What follows belongs to an exercise in optimizing a design on an open flow for small area and a short achievable clock period; a production flow would make more cautious choices. Only simulation tests tie the RTL to the original design; equivalence was not proved. Power and IR drop assume default switching activity.

### config.mk
export PLATFORM = sky130hd
export DESIGN_NAME = reorder_buffer_mc
export DESIGN_NICKNAME = reorder_buffer_mc
export VERILOG_FILES = /design/flow/design.v
export SDC_FILE = /design/flow/constraint.sdc
export NUM_CORES = 4
export LEC_CHECK = 0
export CAP_MARGIN = 20
export CORE_MARGIN = 2
export CORE_UTILIZATION = 35
export PLACE_DENSITY = 0.5
export SLEW_MARGIN = 20
### constraint.sdc
create_clock -name core_clock -period 6.0 [get_ports {clk}]
set_input_delay 1.2000 -clock core_clock [delete_from_list [all_inputs] [get_ports {clk}]]
set_output_delay 1.2000 -clock core_clock [all_outputs]
set_load 0.01 [all_outputs]
### design.v
module reorder_buffer_mc #(
    parameter int unsigned DEPTH    = 16,
    parameter int unsigned IDX_W    = 4,
    parameter int unsigned DATA_W   = 32,
    parameter int unsigned COMMIT_W = 2,
    parameter int unsigned CDB_N    = 2
) (
    input  logic                         clk,
    input  logic                         rst,
    input  logic                         flush,
    input  logic                         alloc_valid,
    input  logic [4:0]                   alloc_rd,
    output logic                         alloc_ready,
    output logic [IDX_W-1:0]             alloc_tag,
    input  logic [CDB_N-1:0]             cdb_valid,
    input  logic [CDB_N*IDX_W-1:0]       cdb_tag,
    input  logic [CDB_N*DATA_W-1:0]      cdb_data,
    output logic [COMMIT_W-1:0]          commit_valid,
    output logic [COMMIT_W*5-1:0]        commit_rd,
    output logic [COMMIT_W*DATA_W-1:0]   commit_data,
    output logic [IDX_W-1:0]             rob_head,
    output logic [IDX_W:0]               count,
    output logic                         empty,
    output logic                         full
);
    localparam int unsigned CNT_W = IDX_W + 1;
    logic              busy_q [DEPTH];
    logic              done_q [DEPTH];
    logic [4:0]        rd_q   [DEPTH];
    logic [DATA_W-1:0] data_q [DEPTH];
    logic [IDX_W-1:0]  head_q, head_d;
    logic [IDX_W-1:0]  tail_q, tail_d;
    logic [CNT_W-1:0]  count_q, count_d;
    logic              flush_w;
    logic              alloc_fire;
    logic [CNT_W-1:0]  ncommit;
    logic              chain;
    logic [IDX_W-1:0]  cidx;
    assign flush_w = flush;
    assign alloc_ready = !flush_w && (count_q < CNT_W'(DEPTH));
    assign alloc_fire  = alloc_valid && alloc_ready;
    assign alloc_tag   = tail_q;
    assign rob_head    = head_q;
    assign count       = count_q;
    assign empty       = (count_q == '0);
    assign full        = (count_q == CNT_W'(DEPTH));
    always_comb begin
        commit_valid = '0;
        commit_rd    = '0;
        commit_data  = '0;
        ncommit      = '0;
        chain        = !flush_w;
        cidx         = '0;
        for (int unsigned k = 0; k < COMMIT_W; k++) begin
            cidx  = head_q + IDX_W'(k);
            chain = chain && busy_q[cidx] && done_q[cidx] && (CNT_W'(k) < count_q);
            commit_valid[k]                 = chain;
            commit_rd[k*5 +: 5]             = rd_q[cidx];
            commit_data[k*DATA_W +: DATA_W] = data_q[cidx];
            if (chain) begin
                ncommit = ncommit + CNT_W'(1);
            end
        end
    end
    always_comb begin
        head_d  = head_q + ncommit[IDX_W-1:0];
        tail_d  = tail_q + IDX_W'(alloc_fire);
        count_d = count_q + CNT_W'(alloc_fire) - ncommit;
    end
    always_ff @(posedge clk) begin
        if (rst || flush_w) begin
            head_q  <= '0;
            tail_q  <= '0;
            count_q <= '0;
            for (int unsigned i = 0; i < DEPTH; i++) begin
                busy_q[i] <= 1'b0;
                done_q[i] <= 1'b0;
            end
        end else begin
            head_q  <= head_d;
            tail_q  <= tail_d;
            count_q <= count_d;
            if (alloc_fire) begin
                busy_q[tail_q] <= 1'b1;
                done_q[tail_q] <= 1'b0;
                rd_q[tail_q]   <= alloc_rd;
                data_q[tail_q] <= '0;
            end
            for (int unsigned i = 0; i < CDB_N; i++) begin
                if (cdb_valid[i] && busy_q[cdb_tag[i*IDX_W +: IDX_W]]) begin
                    done_q[cdb_tag[i*IDX_W +: IDX_W]] <= 1'b1;
                    data_q[cdb_tag[i*IDX_W +: IDX_W]] <= cdb_data[i*DATA_W +: DATA_W];
                end
            end
            for (int unsigned k = 0; k < COMMIT_W; k++) begin
                if (commit_valid[k]) begin
                    busy_q[head_q + IDX_W'(k)] <= 1'b0;
                    done_q[head_q + IDX_W'(k)] <= 1'b0;
                end
            end
        end
    end
endmodule
### run.sh
#!/bin/bash
# synth_recipe.tcl (not shown) runs the flow's synth.tcl, then flattens the netlist and writes it again
# the make line also repeats each setting of config.mk as NAME=value (left out here)
make -C /OpenROAD-flow-scripts/flow DESIGN_CONFIG=/design/flow/config.mk WORK_HOME=/design/flow/orfs CLKGATE_MAP_FILE= SYNTH_SCRIPT=/design/flow/synth_recipe.tcl finish
==> notes.md <==
metrics by stage:
step                      area [µm²]  total power (W)  hold WS [ns]  worst slack (ns)  instances
after floorplan                37300          0.00501         0.452             0.791       2847
after detailed placement       40400          0.00516         0.498             0.896       4147
final                          42900          0.00974         0.515             0.306       4292
after CTS                      42900          0.00978         0.510             0.240       4288
after global routing           42900          0.00995         0.518            0.0775       4291
after global placement         40400          0.00515         0.487             0.903       4147
final timing paths:
| kind | from | endpoint | slack (ns) |
|---|---|---|---|
| setup / recovery | head_q[1] | commit_valid[1] | 0.31 |
| hold / removal | done_q[3] | done_q[3] | 0.52 |
| setup reg to reg | head_q[1] | count_q[4] | 0.92 |
| hold reg to reg | done_q[3] | done_q[3] | 0.52 |
sequential cells by signal (all words and copies together), names as in the netlist:
name     flops
head_q       4
count_q      5
data_q     512
rd_q        80
done_q      16
busy_q      16
tail_q       4
final cells by class:
class | count | area [µm²] | area share [%]
clock buffers | 108 | 2160 | 5.05
well taps | 1391 | 1740 | 4.06
flip-flops and latches | 637 | 18700 | 43.6
clock inverters | 33 | 302 | 0.703
multi-input cells | 1834 | 17400 | 40.5
inverters | 28 | 108 | 0.251
repair buffers | 257 | 2530 | 5.89
diodes | 4 | 10.0 | 0.0233
metal layers:
metal  global-route usage (%)  vias to the layer above
met1                     33.1                    14300
li1                         -                    11400
met2                     42.3                     1782
met3                     5.52                      337
met5                        0                        -
met4                     9.65                       10
cell usage in the layout (no fill, tap or decap), types with 6 or more instances in the layout:
cell | Yosys | routed
a311oi_1 | 11 | 11
xnor2_1 | 8 | 6
and2_1 | 8 | 8
nand2_1 | 624 | 618
mux2i_1 | 7 | 7
or3_1 | 16 | 7
a221oi_1 | 6 | 6
dfxtp_1 | 45 | 42
nand2b_1 | 8 | 7
ha_1 | 19 | 18
nor3_1 | 27 | 22
clkbuf_1 | 198 | 20
inv_1 | 26 | 26
nor2b_1 | 8 | 7
clkdlybuf4s50_1 | 0 | 174
nand3_1 | 16 | 15
o31ai_1 | 454 | 454
nor2_4 | 0 | 12
a211oi_1 | 7 | 7
clkbuf_16 | 0 | 78
clkinv_1 | 1 | 17
edfxtp_1 | 592 | 592
mux4_2 | 384 | 384
clkbuf_8 | 0 | 10
buf_4 | 5 | 70
buf_12 | 0 | 13
a21oi_1 | 24 | 24
nor2_1 | 57 | 44
a22o_1 | 65 | 65
or3_2 | 0 | 9
where the power goes:
part	internal (W)	leakage, nW	switching (W)
combinational	0.0000917	5.40	0.000173
sequential	0.00480	6.02	0.00000568
clock	0.00273	1.21	0.00194
cell usage after synthesis, types with 19 or more instances:
library cell and number:
inv_1 26, buf_2 85, nand2_1 624, nor3_1 27, clkbuf_1 198, ha_1 19, a21oi_1 24, nor2_1 57
a22o_1 65, dfxtp_1 45, buf_1 57, edfxtp_1 592, o31ai_1 454, mux4_2 384
cell families after synthesis:
group | count (synthesis)
multiplexers | 394
AO/OA/AOI/OAI | 600
flip-flops | 637
buffers and inverters | 376
adder cells (fa/ha/maj) | 21
XOR/XNOR | 10
AND/OR/NAND/NOR | 809
worst reg2reg max path, stage by stage (launching register included):
cell     delay (ns)
dfxtp_4        0.40
buf_12         0.64
buf_4          0.83
mux4_2         0.38
nand2_1        0.05
nand3_1        0.22
nand4_2        0.34
nor2_2         0.37
ha_1           0.31
ha_1           0.27
inv_1          0.06
ha_1           0.16
inv_1          0.06
fa_1           0.45
inv_1          0.08
a21oi_1        0.06
nor2_1         0.12
or3_1          0.12
a21oi_1        0.06
==> summary.md <==
| Metric | Value |
|---|---|
| CTS sink cnt | 637 |
| Slew margin rel. | 22.2% |
| Drt first pass iters | 9 |
| Slew Limit Fails | 0 |
| Postcts setup bufs | 0 |
| Skew-Pair Late Insertion Delay | 0.65 ns |
| WP data required | 4.80 ns |
| Complex-gate fraction of the synthesized area | 12.2% |
| CTS Root Cell | clkbuf_16 |
| Yosys warning count | 1 |
| Lkg Pwr | 12.6 nW |
| Adder-cell area share of the yosys netlist | 0.744% |
| Synth Area in Simple Gates | 9.07% |
| Worst EP arrival | 4.49 ns |
| Routed Antenna Nets | 0 |
| Yosys reg bits | 637 |
| Buf/Inv on CP | 3 |
| Sequential fraction of the synthesis area | 50.0% |
| Initial Utilization | 35.4% |
| Std-Cell Rows | 119 |
| Synth area leader | edfxtp_1 |
| CTS Hold Bufs | 0 |
| Final period util | 94.9% |
| Worst reg2reg path depth | 18 |
| Yosys top cell area share | 47.6% |
| CP top delay family | buffers and inverters |
| Largest net degree at the start of global routing | 129 |
| Detailed Route WL | 141 mm |
| Peak Freq | 176 MHz |
| Number of global-route vias before repair | 27700 |
| Crit start category | flop |
| PostCTS Resize Cnt | 0 |
| WP depth | 8 |
| Post-synth top flop | edfxtp_1 |
| TritonCTS clock tree | yes |
| Max layer used | met5 |
| Routed wl met2 | 67.9 mm |
| RSZ-0062 raised after global routing | no |
| Post-DR wirelength/cell | 32.8 µm |
| GRT Resource Usage Total | 25.6% |
| Final setup viols | 0 |
| Height of the die | 331 µm |
| Area growth from synthesis to layout | 14.9% |
| DR vias/cell | 6.49 |
| Endpoints failing hold | 0 |
| Max Cap Viol | 0 |
| DRT iter0 DRCs | 3625 |
| CTS Buf Count | 78 |
| Synth Net Count | 2951 |
| Gate Count Post-Synth | 2847 |
| Crit-path cells | buf_12 -> buf_4 -> mux4_2 -> nand2_1 -> nand3_1 -> nand4_2 -> nor2_2 -> clkdlybuf4s50_1 |
| # DRC | 0 |
| Largest family of logic cells by synthesized area | multiplexers |
| Avg Cell Area, Syn | 13.1 µm² |
| Tmin final | 5.69 ns |
| Routability cong. | 0.886 |
| Clk slew on worst S/H paths | 0.06 ns |
| Final core utilization | 40.6% |
| Die area | 109000 µm² |
| Worst min path class | flop to flop |
| Cell Area, Synth | 37300 µm² |
| H-tree levels | 3 |
| WHS Path Cells | 2 |
| Fillers | 9620 |
| Met1 wire length | 52.8 mm |
| Initial antenna violation count | 11 |
| Post-synth EDFFs | 592 |
| Power per cell area | 227 nW/µm² |
| Met3 wire length | 14.3 mm |
| Vias | 27900 |
| Number of I/O pins | 175 |
| Core area | 106000 µm² |
| Final HPWL DP | 79.1 mm |
| Netlist cell types | 76 |
| Skew final | 0.0255 ns |
| Xor/xnor cell area share of the yosys netlist | 0.235% |
| Fin Setup TNS | 0 ns |
| Buffer depth of the longest clock path | 3 |
| Synth top area cells | edfxtp_1, mux4_2, o31ai_1 |
| First-pass GRT wire length | 201 mm |
| Largest stage delay, worst path | 0.72 ns |
| Mux contribution to synthesized area | 23.5% |
| CP Class | flop to output port |
| Asr flop ratio synth | 0% |
| Die Width | 331 µm |
| Actual slew at the worst max-slew pin | 1.17 ns |
| Worst vdd ir | 0.000177 V |
| Layout cells sized above 1 | 22.0% |
| CP Capture Type | output port |
| IO Port Bufs | 174 |
| Crit path max-delay cell type | buf_4 |
| Worst-path fanout max | 123 |
| Post-layout nets | 2940 |
| Remaining global-route overflow | 0 |
| Status | no timing/DRC/antenna violations |

-- what the ideal ports hide --
The flow's constraints put no driver on any port. The routed layout listed below was extracted and timed again, unchanged, in two steps. Step 1: set_driving_cell puts a clkbuf_16 on clk and a buf_2 on each other input, an assumption about the parent block. Step 2 adds t to the input delays and takes it off the output delays; t is the mean of the earliest and latest rising clock arrival at the registers after step 1. Input paths then give back, and output paths get back, about the clock's delay inside the block. Slacks: ideal ports / drivers / drivers and shift; pairs: ideal ports / drivers.
t (ns): 0.706
setup WS [ns]: 0.306 / 0.237 / 0.755
worst register clock-pin slew, ns: 0.06 / 0.06
worst data-port slew with drivers (ns): 0.14
After both steps setup and hold are still met in this run. For this run, drivers alone change the setup slack by -0.069 ns; drivers and shift together by +0.449 ns.
